What follows belongs to an exercise in optimizing a design on an open flow for small area, a short achievable clock period and few clock cycles per item; a production flow would make more cautious choices.
At most, simulation tests tie the RTL to the original design; equivalence was not proved.

==> run a <==
==> flow/design.v (excerpt) <==
module rgb_cmyk_color_converter_core (
  input  logic             clk_i,
  input  logic             rst_ni,
  input  logic             start_i,
  output logic             busy_o,
  input  logic [REQ_W-1:0] req_i,
  output logic             done_o,
  output logic [RES_W-1:0] res_o
);
Settings: LEC_CHECK=0, CAP_MARGIN=20, CORE_MARGIN=2, CORE_UTILIZATION=40, SLEW_MARGIN=20; clock period 8.0 ns.
run.sh (not shown) runs the stock make flow with config.mk's settings and CLKGATE_MAP_FILE= SYNTH_SCRIPT=/design/flow/synth_recipe.tcl, a recipe that flattens the netlist after the stock synthesis.
==> run b: changes against run a <==
--- a/flow/design.v
+++ b/flow/design.v
@@ -173,215 +173,215 @@
   wire [27:0] e = e_s + e_c;
   assign q_o = e[27] ? qh_i : qh_i + 8'd1;
 endmodule
 import rcc_pkg::*;
 module rcc_front_a (
   input  logic [REQ_W-1:0] req_i,
   output logic [1:0]       mode_o,
   output logic             bad_o,
-  output logic [2:0][7:0]  rgb_o,
-  output logic [2:0]       ge_o,     
-  output logic [2:0]       sh_o,
+  output logic [2:0][7:0]  rgbn_o,    
+  output logic [7:0]       dn_o,      
+  output logic [7:0]       u_o,
   output logic [2:0][13:0] x_o,
   output logic [13:0]      y_o
 );
   logic [1:0]       req_type;
   logic [2:0][7:0]  rgb;
   logic [2:0][13:0] cmy;
   logic [13:0]      black_in;
-  logic [7:0]       any;
+  logic [7:0]       mx, any, den;
+  logic [2:0]       sh;
   logic             cmy_over, k_over;
   assign {req_type, rgb[0], rgb[1], rgb[2], cmy[0], cmy[1], cmy[2], black_in} = req_i;
   always_comb begin
     cmy_over = (cmy[0] > FULL_SCALE) || (cmy[1] > FULL_SCALE) || (cmy[2] > FULL_SCALE);
     k_over   = black_in > FULL_SCALE;
     mode_o = req_type;
     bad_o  = ((req_type == MODE_CMYK2RGB) && (cmy_over || k_over)) ||
              ((req_type == MODE_CMY2RGB) && cmy_over);
-    rgb_o  = rgb;
-    ge_o   = {rgb[0] >= rgb[1], rgb[0] >= rgb[2], rgb[1] >= rgb[2]};
+    if ((rgb[0] >= rgb[1]) && (rgb[0] >= rgb[2])) mx = rgb[0];
+    else if (rgb[1] >= rgb[2])                     mx = rgb[1];
+    else                                           mx = rgb[2];
     any = (req_type == MODE_RGB2CMYK) ? (rgb[0] | rgb[1] | rgb[2]) : 8'hff;
     casez (any)
-      8'b1???????: sh_o = 3'd0;
-      8'b01??????: sh_o = 3'd1;
-      8'b001?????: sh_o = 3'd2;
-      8'b0001????: sh_o = 3'd3;
-      8'b00001???: sh_o = 3'd4;
-      8'b000001??: sh_o = 3'd5;
-      8'b0000001?: sh_o = 3'd6;
-      default:     sh_o = 3'd7;
+      8'b1???????: sh = 3'd0;
+      8'b01??????: sh = 3'd1;
+      8'b001?????: sh = 3'd2;
+      8'b0001????: sh = 3'd3;
+      8'b00001???: sh = 3'd4;
+      8'b000001??: sh = 3'd5;
+      8'b0000001?: sh = 3'd6;
+      default:     sh = 3'd7;
     endcase
+    for (int l = 0; l < 3; l++) rgbn_o[l] = rgb[l] << sh;
+    if ((rgb[0] >= rgb[1]) && (rgb[0] >= rgb[2])) den = rgbn_o[0];
+    else if (rgb[1] >= rgb[2])                     den = rgbn_o[1];
+    else                                           den = rgbn_o[2];
+    dn_o = (req_type == MODE_RGB2CMYK) ? den : BYTE_MAX;
+    u_o = (req_type == MODE_RGB2CMYK) ? ~mx : 8'd0;
     for (int l = 0; l < 3; l++) x_o[l] = FULL_SCALE - cmy[l];
     y_o = (req_type == MODE_CMYK2RGB) ? FULL_SCALE - black_in : FULL_SCALE;
   end
 endmodule
 module rcc_front_b (
   input  logic [1:0]       mode_i,
-  input  logic [2:0][7:0]  rgb_i,
-  input  logic [2:0]       ge_i,
-  input  logic [2:0]       sh_i,
+  input  logic [2:0][7:0]  rgbn_i,
+  input  logic [7:0]       dn_i,
   input  logic [2:0][13:0] x_i,
   input  logic [13:0]      y_i,
-  output logic [2:0][13:0] a_o,
-  output logic [22:0]      b_o,
-  output logic [7:0]       u_o
+  output logic [2:0][7:0]  na_o,
+  output logic [2:0][13:0] xb_o,
+  output logic [22:0]      b_o
 );
-  logic [7:0]  mx, den, dn, n;
   logic [22:0] recip;
-  rcc_recip u_recip (.i_i(dn[6:0]), .r_o(recip));
+  rcc_recip u_recip (.i_i(dn_i[6:0] & {7{!mode_i[1]}}), .r_o(recip));
   always_comb begin
-    if (ge_i[2] && ge_i[1]) mx = rgb_i[0];
-    else if (ge_i[0])       mx = rgb_i[1];
-    else                    mx = rgb_i[2];
-    den = (mode_i == MODE_RGB2CMYK) ? mx : BYTE_MAX;
-    dn  = den << sh_i;
     for (int l = 0; l < 3; l++) begin
-      n = den - rgb_i[l];
-      if (!mode_i[1]) a_o[l] = {6'b0, n << sh_i};
-      else            a_o[l] = x_i[l];
+      na_o[l] = mode_i[1] ? 8'd0 : dn_i - rgbn_i[l];
+      xb_o[l] = mode_i[1] ? x_i[l] : 14'd0;
     end
     b_o = mode_i[1] ? {9'b0, y_i} : recip;
-    u_o = (mode_i == MODE_RGB2CMYK) ? BYTE_MAX - mx : 8'd0;
   end
 endmodule
 import rcc_pkg::*;
 module rgb_cmyk_color_converter_core (
   input  logic             clk_i,
   input  logic             rst_ni,
   input  logic             start_i,
   output logic             busy_o,
   input  logic [REQ_W-1:0] req_i,
   output logic             done_o,
   output logic [RES_W-1:0] res_o
 );
   assign busy_o = 1'b0;
   logic [1:0]       f_mode;
   logic             f_bad;
-  logic [2:0][7:0]  f_rgb;
-  logic [2:0]       f_ge, f_sh;
+  logic [2:0][7:0]  f_rgbn;
+  logic [7:0]       f_dn, f_u;
   logic [2:0][13:0] f_x;
   logic [13:0]      f_y;
   rcc_front_a u_front_a (
     .req_i  (req_i),
     .mode_o (f_mode),
     .bad_o  (f_bad),
-    .rgb_o  (f_rgb),
-    .ge_o   (f_ge),
-    .sh_o   (f_sh),
+    .rgbn_o (f_rgbn),
+    .dn_o   (f_dn),
+    .u_o    (f_u),
     .x_o    (f_x),
     .y_o    (f_y)
   );
   logic             v1_q;
   logic [1:0]       mode1_q;
   logic             bad1_q;
-  logic [2:0][7:0]  rgb1_q;
-  logic [2:0]       ge1_q, sh1_q;
+  logic [2:0][7:0]  rgbn1_q;
+  logic [7:0]       dn1_q, u1_q;
   logic [2:0][13:0] x1_q;
   logic [13:0]      y1_q;
   always_ff @(posedge clk_i or negedge rst_ni) begin
     if (!rst_ni) v1_q <= 1'b0;
     else         v1_q <= start_i;
   end
   always_ff @(posedge clk_i) begin
     mode1_q <= f_mode;
     bad1_q  <= f_bad;
-    rgb1_q  <= f_rgb;
-    ge1_q   <= f_ge;
-    sh1_q   <= f_sh;
+    rgbn1_q <= f_rgbn;
+    dn1_q   <= f_dn;
+    u1_q    <= f_u;
     x1_q    <= f_x;
     y1_q    <= f_y;
   end
-  logic [2:0][13:0] g_a;
+  logic [2:0][7:0]  g_na;
+  logic [2:0][13:0] g_xb;
   logic [22:0]      g_b;
-  logic [7:0]       g_u;
   rcc_front_b u_front_b (
     .mode_i (mode1_q),
-    .rgb_i  (rgb1_q),
-    .ge_i   (ge1_q),
-    .sh_i   (sh1_q),
+    .rgbn_i (rgbn1_q),
+    .dn_i   (dn1_q),
     .x_i    (x1_q),
     .y_i    (y1_q),
-    .a_o    (g_a),
-    .b_o    (g_b),
-    .u_o    (g_u)
+    .na_o   (g_na),
+    .xb_o   (g_xb),
+    .b_o    (g_b)
   );
   logic             v2_q, isb2_q, bad2_q;
-  logic [2:0][13:0] a2_q;
+  logic [2:0][7:0]  na2_q;
+  logic [2:0][13:0] xb2_q;
   logic [22:0]      b2_q;
   logic [7:0]       u2_q;
   always_ff @(posedge clk_i or negedge rst_ni) begin
     if (!rst_ni) v2_q <= 1'b0;
     else         v2_q <= v1_q;
   end
   always_ff @(posedge clk_i) begin
     isb2_q <= mode1_q[1];
     bad2_q <= bad1_q;
-    a2_q   <= g_a;
+    na2_q  <= g_na;
+    xb2_q  <= g_xb;
     b2_q   <= g_b;
-    u2_q   <= g_u;
+    u2_q   <= u1_q;
   end
   logic [2:0][29:0] ps, pc;
-  logic [13:0]      black;
   for (genvar l = 0; l < 3; l++) begin : g_mul
-    rcc_mul u_mul (.isb_i(isb2_q), .a_i(a2_q[l]), .b_i(b2_q), .s_o(ps[l]), .c_o(pc[l]));
+    rcc_mul u_mul (.na(na2_q[l]), .xb(xb2_q[l]), .b_i(b2_q), .s_o(ps[l]), .c_o(pc[l]));
   end
-  rcc_black u_black (.u_i(u2_q), .k_o(black));
   logic             v3_q, isb3_q, bad3_q;
   logic [2:0][29:0] ps3_q, pc3_q;
-  logic [13:0]      black3_q;
+  logic [7:0]       u3_q;
   always_ff @(posedge clk_i or negedge rst_ni) begin
     if (!rst_ni) v3_q <= 1'b0;
     else         v3_q <= v2_q;
   end
   always_ff @(posedge clk_i) begin
-    isb3_q   <= isb2_q;
-    bad3_q   <= bad2_q;
-    ps3_q    <= ps;
-    pc3_q    <= pc;
-    black3_q <= black;
+    isb3_q <= isb2_q;
+    bad3_q <= bad2_q;
+    ps3_q  <= ps;
+    pc3_q  <= pc;
+    u3_q   <= u2_q;
   end
   logic [2:0][29:0] p;
   logic [2:0][7:0]  qh;
   for (genvar l = 0; l < 3; l++) begin : g_qest
     assign p[l] = ps3_q[l] + pc3_q[l];
     rcc_qest u_qest (.s_i(ps3_q[l][27:0]), .c_i(pc3_q[l][27:0]), .qh_o(qh[l]));
   end
   logic             v4_q, isb4_q, bad4_q;
   logic [2:0][29:0] p4_q;
   logic [2:0][7:0]  qh4_q;
-  logic [13:0]      black4_q;
+  logic [7:0]       u4_q;
   always_ff @(posedge clk_i or negedge rst_ni) begin
     if (!rst_ni) v4_q <= 1'b0;
     else         v4_q <= v3_q;
   end
   always_ff @(posedge clk_i) begin
     isb4_q   <= isb3_q;
     bad4_q   <= bad3_q;
     p4_q     <= p;
     qh4_q    <= qh;
-    black4_q <= black3_q;
+    u4_q     <= u3_q;
   end
   logic [2:0][7:0]  qb;
+  logic [13:0]      black;
   logic [RES_W-1:0] res_d, res_q;
+  rcc_black u_black (.u_i(u4_q), .k_o(black));
   logic             v5_q;
   for (genvar l = 0; l < 3; l++) begin : g_qfix
     rcc_div_stage u_qfix (.p_i(p4_q[l][26:0]), .qh_i(qh4_q[l]), .q_o(qb[l]));
   end
   always_comb begin
     res_d    = '0;
     res_d[0] = bad4_q;
     for (int l = 0; l < 3; l++) begin
       if (isb4_q) begin
         if (!bad4_q) res_d[80 - 8*l -: 8] = qb[l];
       end else begin
         res_d[56 - 14*l -: 14] = p4_q[l][29:16];
       end
     end
-    res_d[14:1] = black4_q;
+    res_d[14:1] = black;
   end
   always_ff @(posedge clk_i or negedge rst_ni) begin
     if (!rst_ni) v5_q <= 1'b0;
     else         v5_q <= v4_q;
   end
   always_ff @(posedge clk_i) begin
     res_q <= res_d;
   end
@@ -617,26 +617,22 @@
   wire k85 = u_i[7] ^ 1'b1;
   wire k86 = u_i[7] & 1'b1;
   wire [26:0] k_s = {k86, k84, k82, k80, k78, k76, k74, k72, k70, k68, k66, k64, k62, k60, k58, k56, k54, k52, k50, k48, k46, k45, ~u_i[4], ~u_i[3], ~u_i[2], ~u_i[1], ~u_i[0]};
   wire [26:0] k_c = {1'b1, k85, k83, k81, k79, k77, k75, k73, k71, k69, k67, k65, k63, k61, k59, k57, k55, k53, k51, k49, k47, 1'b1, u_i[1], u_i[0], 1'b0, 1'b0, 1'b1};
   wire [26:0] k = k_s + k_c;
   assign k_o = k[26:13];
 endmodule
 module rcc_mul (
-  input  logic        isb_i,
-  input  logic [13:0] a_i,
+  input  logic [7:0]  na,
+  input  logic [13:0] xb,
   input  logic [22:0] b_i,
   output logic [29:0] s_o,
   output logic [29:0] c_o
 );
-  logic [7:0]  na;
-  logic [13:0] xb;
-  assign na = a_i[7:0] & {8{!isb_i}};
-  assign xb = a_i & {14{isb_i}};
   wire pp0 = (na[0] & b_i[0]) | (xb[0] & b_i[0]);
   wire pp1 = (na[0] & b_i[1]) | (xb[0] & b_i[1]);
   wire pp2 = (na[1] & b_i[0]) | (xb[1] & b_i[0]);
   wire pp3 = (na[0] & b_i[2]) | (xb[0] & b_i[2]);
   wire pp4 = (na[1] & b_i[1]) | (xb[1] & b_i[1]);
   wire pp5 = (na[2] & b_i[0]) | (xb[2] & b_i[0]);
   wire pp6 = (na[0] & b_i[3]) | (xb[0] & b_i[3]);
   wire pp7 = (na[1] & b_i[2]) | (xb[1] & b_i[2]);
--- a/flow/config.mk
+++ b/flow/config.mk
@@ -3,9 +3,10 @@
 export DESIGN_NICKNAME = rgb_cmyk_color_converter_core
 export VERILOG_FILES = /design/flow/design.v
 export SDC_FILE = /design/flow/constraint.sdc
 export NUM_CORES = 4
 export LEC_CHECK = 0
 export CAP_MARGIN = 20
 export CORE_MARGIN = 2
 export CORE_UTILIZATION = 40
+export SETUP_SLACK_MARGIN = 4.6
 export SLEW_MARGIN = 20
==> run c: changes against run a <==
--- a/flow/design.v
+++ b/flow/design.v
@@ -173,215 +173,215 @@
   wire [27:0] e = e_s + e_c;
   assign q_o = e[27] ? qh_i : qh_i + 8'd1;
 endmodule
 import rcc_pkg::*;
 module rcc_front_a (
   input  logic [REQ_W-1:0] req_i,
   output logic [1:0]       mode_o,
   output logic             bad_o,
-  output logic [2:0][7:0]  rgb_o,
-  output logic [2:0]       ge_o,     
-  output logic [2:0]       sh_o,
+  output logic [2:0][7:0]  rgbn_o,    
+  output logic [7:0]       dn_o,      
+  output logic [7:0]       u_o,
   output logic [2:0][13:0] x_o,
   output logic [13:0]      y_o
 );
   logic [1:0]       req_type;
   logic [2:0][7:0]  rgb;
   logic [2:0][13:0] cmy;
   logic [13:0]      black_in;
-  logic [7:0]       any;
+  logic [7:0]       mx, any, den;
+  logic [2:0]       sh;
   logic             cmy_over, k_over;
   assign {req_type, rgb[0], rgb[1], rgb[2], cmy[0], cmy[1], cmy[2], black_in} = req_i;
   always_comb begin
     cmy_over = (cmy[0] > FULL_SCALE) || (cmy[1] > FULL_SCALE) || (cmy[2] > FULL_SCALE);
     k_over   = black_in > FULL_SCALE;
     mode_o = req_type;
     bad_o  = ((req_type == MODE_CMYK2RGB) && (cmy_over || k_over)) ||
              ((req_type == MODE_CMY2RGB) && cmy_over);
-    rgb_o  = rgb;
-    ge_o   = {rgb[0] >= rgb[1], rgb[0] >= rgb[2], rgb[1] >= rgb[2]};
+    if ((rgb[0] >= rgb[1]) && (rgb[0] >= rgb[2])) mx = rgb[0];
+    else if (rgb[1] >= rgb[2])                     mx = rgb[1];
+    else                                           mx = rgb[2];
     any = (req_type == MODE_RGB2CMYK) ? (rgb[0] | rgb[1] | rgb[2]) : 8'hff;
     casez (any)
-      8'b1???????: sh_o = 3'd0;
-      8'b01??????: sh_o = 3'd1;
-      8'b001?????: sh_o = 3'd2;
-      8'b0001????: sh_o = 3'd3;
-      8'b00001???: sh_o = 3'd4;
-      8'b000001??: sh_o = 3'd5;
-      8'b0000001?: sh_o = 3'd6;
-      default:     sh_o = 3'd7;
+      8'b1???????: sh = 3'd0;
+      8'b01??????: sh = 3'd1;
+      8'b001?????: sh = 3'd2;
+      8'b0001????: sh = 3'd3;
+      8'b00001???: sh = 3'd4;
+      8'b000001??: sh = 3'd5;
+      8'b0000001?: sh = 3'd6;
+      default:     sh = 3'd7;
     endcase
+    for (int l = 0; l < 3; l++) rgbn_o[l] = rgb[l] << sh;
+    if ((rgb[0] >= rgb[1]) && (rgb[0] >= rgb[2])) den = rgbn_o[0];
+    else if (rgb[1] >= rgb[2])                     den = rgbn_o[1];
+    else                                           den = rgbn_o[2];
+    dn_o = (req_type == MODE_RGB2CMYK) ? den : BYTE_MAX;
+    u_o = (req_type == MODE_RGB2CMYK) ? ~mx : 8'd0;
     for (int l = 0; l < 3; l++) x_o[l] = FULL_SCALE - cmy[l];
     y_o = (req_type == MODE_CMYK2RGB) ? FULL_SCALE - black_in : FULL_SCALE;
   end
 endmodule
 module rcc_front_b (
   input  logic [1:0]       mode_i,
-  input  logic [2:0][7:0]  rgb_i,
-  input  logic [2:0]       ge_i,
-  input  logic [2:0]       sh_i,
+  input  logic [2:0][7:0]  rgbn_i,
+  input  logic [7:0]       dn_i,
   input  logic [2:0][13:0] x_i,
   input  logic [13:0]      y_i,
-  output logic [2:0][13:0] a_o,
-  output logic [22:0]      b_o,
-  output logic [7:0]       u_o
+  output logic [2:0][7:0]  na_o,
+  output logic [2:0][13:0] xb_o,
+  output logic [22:0]      b_o
 );
-  logic [7:0]  mx, den, dn, n;
   logic [22:0] recip;
-  rcc_recip u_recip (.i_i(dn[6:0]), .r_o(recip));
+  rcc_recip u_recip (.i_i(dn_i[6:0] & {7{!mode_i[1]}}), .r_o(recip));
   always_comb begin
-    if (ge_i[2] && ge_i[1]) mx = rgb_i[0];
-    else if (ge_i[0])       mx = rgb_i[1];
-    else                    mx = rgb_i[2];
-    den = (mode_i == MODE_RGB2CMYK) ? mx : BYTE_MAX;
-    dn  = den << sh_i;
     for (int l = 0; l < 3; l++) begin
-      n = den - rgb_i[l];
-      if (!mode_i[1]) a_o[l] = {6'b0, n << sh_i};
-      else            a_o[l] = x_i[l];
+      na_o[l] = mode_i[1] ? 8'd0 : dn_i - rgbn_i[l];
+      xb_o[l] = mode_i[1] ? x_i[l] : 14'd0;
     end
     b_o = mode_i[1] ? {9'b0, y_i} : recip;
-    u_o = (mode_i == MODE_RGB2CMYK) ? BYTE_MAX - mx : 8'd0;
   end
 endmodule
 import rcc_pkg::*;
 module rgb_cmyk_color_converter_core (
   input  logic             clk_i,
   input  logic             rst_ni,
   input  logic             start_i,
   output logic             busy_o,
   input  logic [REQ_W-1:0] req_i,
   output logic             done_o,
   output logic [RES_W-1:0] res_o
 );
   assign busy_o = 1'b0;
   logic [1:0]       f_mode;
   logic             f_bad;
-  logic [2:0][7:0]  f_rgb;
-  logic [2:0]       f_ge, f_sh;
+  logic [2:0][7:0]  f_rgbn;
+  logic [7:0]       f_dn, f_u;
   logic [2:0][13:0] f_x;
   logic [13:0]      f_y;
   rcc_front_a u_front_a (
     .req_i  (req_i),
     .mode_o (f_mode),
     .bad_o  (f_bad),
-    .rgb_o  (f_rgb),
-    .ge_o   (f_ge),
-    .sh_o   (f_sh),
+    .rgbn_o (f_rgbn),
+    .dn_o   (f_dn),
+    .u_o    (f_u),
     .x_o    (f_x),
     .y_o    (f_y)
   );
   logic             v1_q;
   logic [1:0]       mode1_q;
   logic             bad1_q;
-  logic [2:0][7:0]  rgb1_q;
-  logic [2:0]       ge1_q, sh1_q;
+  logic [2:0][7:0]  rgbn1_q;
+  logic [7:0]       dn1_q, u1_q;
   logic [2:0][13:0] x1_q;
   logic [13:0]      y1_q;
   always_ff @(posedge clk_i or negedge rst_ni) begin
     if (!rst_ni) v1_q <= 1'b0;
     else         v1_q <= start_i;
   end
   always_ff @(posedge clk_i) begin
     mode1_q <= f_mode;
     bad1_q  <= f_bad;
-    rgb1_q  <= f_rgb;
-    ge1_q   <= f_ge;
-    sh1_q   <= f_sh;
+    rgbn1_q <= f_rgbn;
+    dn1_q   <= f_dn;
+    u1_q    <= f_u;
     x1_q    <= f_x;
     y1_q    <= f_y;
   end
-  logic [2:0][13:0] g_a;
+  logic [2:0][7:0]  g_na;
+  logic [2:0][13:0] g_xb;
   logic [22:0]      g_b;
-  logic [7:0]       g_u;
   rcc_front_b u_front_b (
     .mode_i (mode1_q),
-    .rgb_i  (rgb1_q),
-    .ge_i   (ge1_q),
-    .sh_i   (sh1_q),
+    .rgbn_i (rgbn1_q),
+    .dn_i   (dn1_q),
     .x_i    (x1_q),
     .y_i    (y1_q),
-    .a_o    (g_a),
-    .b_o    (g_b),
-    .u_o    (g_u)
+    .na_o   (g_na),
+    .xb_o   (g_xb),
+    .b_o    (g_b)
   );
   logic             v2_q, isb2_q, bad2_q;
-  logic [2:0][13:0] a2_q;
+  logic [2:0][7:0]  na2_q;
+  logic [2:0][13:0] xb2_q;
   logic [22:0]      b2_q;
   logic [7:0]       u2_q;
   always_ff @(posedge clk_i or negedge rst_ni) begin
     if (!rst_ni) v2_q <= 1'b0;
     else         v2_q <= v1_q;
   end
   always_ff @(posedge clk_i) begin
     isb2_q <= mode1_q[1];
     bad2_q <= bad1_q;
-    a2_q   <= g_a;
+    na2_q  <= g_na;
+    xb2_q  <= g_xb;
     b2_q   <= g_b;
-    u2_q   <= g_u;
+    u2_q   <= u1_q;
   end
   logic [2:0][29:0] ps, pc;
-  logic [13:0]      black;
   for (genvar l = 0; l < 3; l++) begin : g_mul
-    rcc_mul u_mul (.isb_i(isb2_q), .a_i(a2_q[l]), .b_i(b2_q), .s_o(ps[l]), .c_o(pc[l]));
+    rcc_mul u_mul (.na(na2_q[l]), .xb(xb2_q[l]), .b_i(b2_q), .s_o(ps[l]), .c_o(pc[l]));
   end
-  rcc_black u_black (.u_i(u2_q), .k_o(black));
   logic             v3_q, isb3_q, bad3_q;
   logic [2:0][29:0] ps3_q, pc3_q;
-  logic [13:0]      black3_q;
+  logic [7:0]       u3_q;
   always_ff @(posedge clk_i or negedge rst_ni) begin
     if (!rst_ni) v3_q <= 1'b0;
     else         v3_q <= v2_q;
   end
   always_ff @(posedge clk_i) begin
-    isb3_q   <= isb2_q;
-    bad3_q   <= bad2_q;
-    ps3_q    <= ps;
-    pc3_q    <= pc;
-    black3_q <= black;
+    isb3_q <= isb2_q;
+    bad3_q <= bad2_q;
+    ps3_q  <= ps;
+    pc3_q  <= pc;
+    u3_q   <= u2_q;
   end
   logic [2:0][29:0] p;
   logic [2:0][7:0]  qh;
   for (genvar l = 0; l < 3; l++) begin : g_qest
     assign p[l] = ps3_q[l] + pc3_q[l];
     rcc_qest u_qest (.s_i(ps3_q[l][27:0]), .c_i(pc3_q[l][27:0]), .qh_o(qh[l]));
   end
   logic             v4_q, isb4_q, bad4_q;
   logic [2:0][29:0] p4_q;
   logic [2:0][7:0]  qh4_q;
-  logic [13:0]      black4_q;
+  logic [7:0]       u4_q;
   always_ff @(posedge clk_i or negedge rst_ni) begin
     if (!rst_ni) v4_q <= 1'b0;
     else         v4_q <= v3_q;
   end
   always_ff @(posedge clk_i) begin
     isb4_q   <= isb3_q;
     bad4_q   <= bad3_q;
     p4_q     <= p;
     qh4_q    <= qh;
-    black4_q <= black3_q;
+    u4_q     <= u3_q;
   end
   logic [2:0][7:0]  qb;
+  logic [13:0]      black;
   logic [RES_W-1:0] res_d, res_q;
+  rcc_black u_black (.u_i(u4_q), .k_o(black));
   logic             v5_q;
   for (genvar l = 0; l < 3; l++) begin : g_qfix
     rcc_div_stage u_qfix (.p_i(p4_q[l][26:0]), .qh_i(qh4_q[l]), .q_o(qb[l]));
   end
   always_comb begin
     res_d    = '0;
     res_d[0] = bad4_q;
     for (int l = 0; l < 3; l++) begin
       if (isb4_q) begin
         if (!bad4_q) res_d[80 - 8*l -: 8] = qb[l];
       end else begin
         res_d[56 - 14*l -: 14] = p4_q[l][29:16];
       end
     end
-    res_d[14:1] = black4_q;
+    res_d[14:1] = black;
   end
   always_ff @(posedge clk_i or negedge rst_ni) begin
     if (!rst_ni) v5_q <= 1'b0;
     else         v5_q <= v4_q;
   end
   always_ff @(posedge clk_i) begin
     res_q <= res_d;
   end
@@ -617,26 +617,22 @@
   wire k85 = u_i[7] ^ 1'b1;
   wire k86 = u_i[7] & 1'b1;
   wire [26:0] k_s = {k86, k84, k82, k80, k78, k76, k74, k72, k70, k68, k66, k64, k62, k60, k58, k56, k54, k52, k50, k48, k46, k45, ~u_i[4], ~u_i[3], ~u_i[2], ~u_i[1], ~u_i[0]};
   wire [26:0] k_c = {1'b1, k85, k83, k81, k79, k77, k75, k73, k71, k69, k67, k65, k63, k61, k59, k57, k55, k53, k51, k49, k47, 1'b1, u_i[1], u_i[0], 1'b0, 1'b0, 1'b1};
   wire [26:0] k = k_s + k_c;
   assign k_o = k[26:13];
 endmodule
 module rcc_mul (
-  input  logic        isb_i,
-  input  logic [13:0] a_i,
+  input  logic [7:0]  na,
+  input  logic [13:0] xb,
   input  logic [22:0] b_i,
   output logic [29:0] s_o,
   output logic [29:0] c_o
 );
-  logic [7:0]  na;
-  logic [13:0] xb;
-  assign na = a_i[7:0] & {8{!isb_i}};
-  assign xb = a_i & {14{isb_i}};
   wire pp0 = (na[0] & b_i[0]) | (xb[0] & b_i[0]);
   wire pp1 = (na[0] & b_i[1]) | (xb[0] & b_i[1]);
   wire pp2 = (na[1] & b_i[0]) | (xb[1] & b_i[0]);
   wire pp3 = (na[0] & b_i[2]) | (xb[0] & b_i[2]);
   wire pp4 = (na[1] & b_i[1]) | (xb[1] & b_i[1]);
   wire pp5 = (na[2] & b_i[0]) | (xb[2] & b_i[0]);
   wire pp6 = (na[0] & b_i[3]) | (xb[0] & b_i[3]);
   wire pp7 = (na[1] & b_i[2]) | (xb[1] & b_i[2]);
--- a/flow/config.mk
+++ b/flow/config.mk
@@ -3,9 +3,10 @@
 export DESIGN_NICKNAME = rgb_cmyk_color_converter_core
 export VERILOG_FILES = /design/flow/design.v
 export SDC_FILE = /design/flow/constraint.sdc
 export NUM_CORES = 4
 export LEC_CHECK = 0
 export CAP_MARGIN = 20
 export CORE_MARGIN = 2
 export CORE_UTILIZATION = 40
+export SETUP_SLACK_MARGIN = 3.6
 export SLEW_MARGIN = 20
==> summary.txt <==
                                                                                                             run c           run b           run a
Result of the run                                                                                   finished clean  finished clean  finished clean
Initial antenna violation count                                                                                  5               5               9
Via count of the first global-routing pass                                                                  47,000          48,600          46,300
Sink of the worst hold path                                                                                u4_q[4]         u4_q[5]          bad4_q
Hold slack final                                                                                            324 ps          324 ps          320 ps
Hpwl dp                                                                                                 117,000 um      118,000 um      124,000 um
Routability congestion estimate                                                                              0.950           0.942           0.944
Post-CTS Repair Setup Buffers                                                                                   28             137               0
Arithmetic-cell share of the synthesized area counting full adders, half adders and majority gates           19.0%           19.0%           19.6%
Placed Cells                                                                                                 8,711           8,706           8,538
Buffer count excluding the clock tree in the final layout                                                      295             427             239
Routed length on met3                                                                                    11,300 um       11,100 um       10,100 um
Testbench counts of run b, summed over its fixed seeds: cycles 16,040, items 16,000.
Testbench counts of run c, summed over its fixed seeds: cycles 16,040, items 16,000.
No functional check of the RTL was part of run a.

-- static timing again, ports no longer ideal --
The flow's constraints put no driver on any port. The routed layouts listed below were extracted and timed again, unchanged, in two steps.
Step 1: set_driving_cell puts a clkbuf_16 on clk_i and a buf_2 on each other input, an assumption about the parent block.
Step 2 adds t to the input delays and takes it off the output delays; t is the mean of the earliest and latest rising clock arrival at the registers after step 1. Input paths then give back, and output paths get back, about the clock's delay inside the block.
Three values: ideal, step 1, step 2; two values: the first two.
run	t, ns	slack for setup (ns)	worst hold slack (ns)	clock arrival spread, ns	pins driven straight from the clock port
run a	0.738	2.698 / 2.698 / 2.698	0.320 / 0.320 / 0.320	0.031 / 0.031	1
run b	0.760	3.825 / 3.825 / 3.825	0.324 / 0.324 / 0.324	0.036 / 0.037	1
run c	0.736	3.557 / 3.557 / 3.169	0.324 / 0.324 / 0.324	0.029 / 0.029	1
After both steps every run listed still meets setup and hold. The setup slack of run c, which loses most, moves by 0.000 ns with the drivers and by -0.388 ns with both steps.
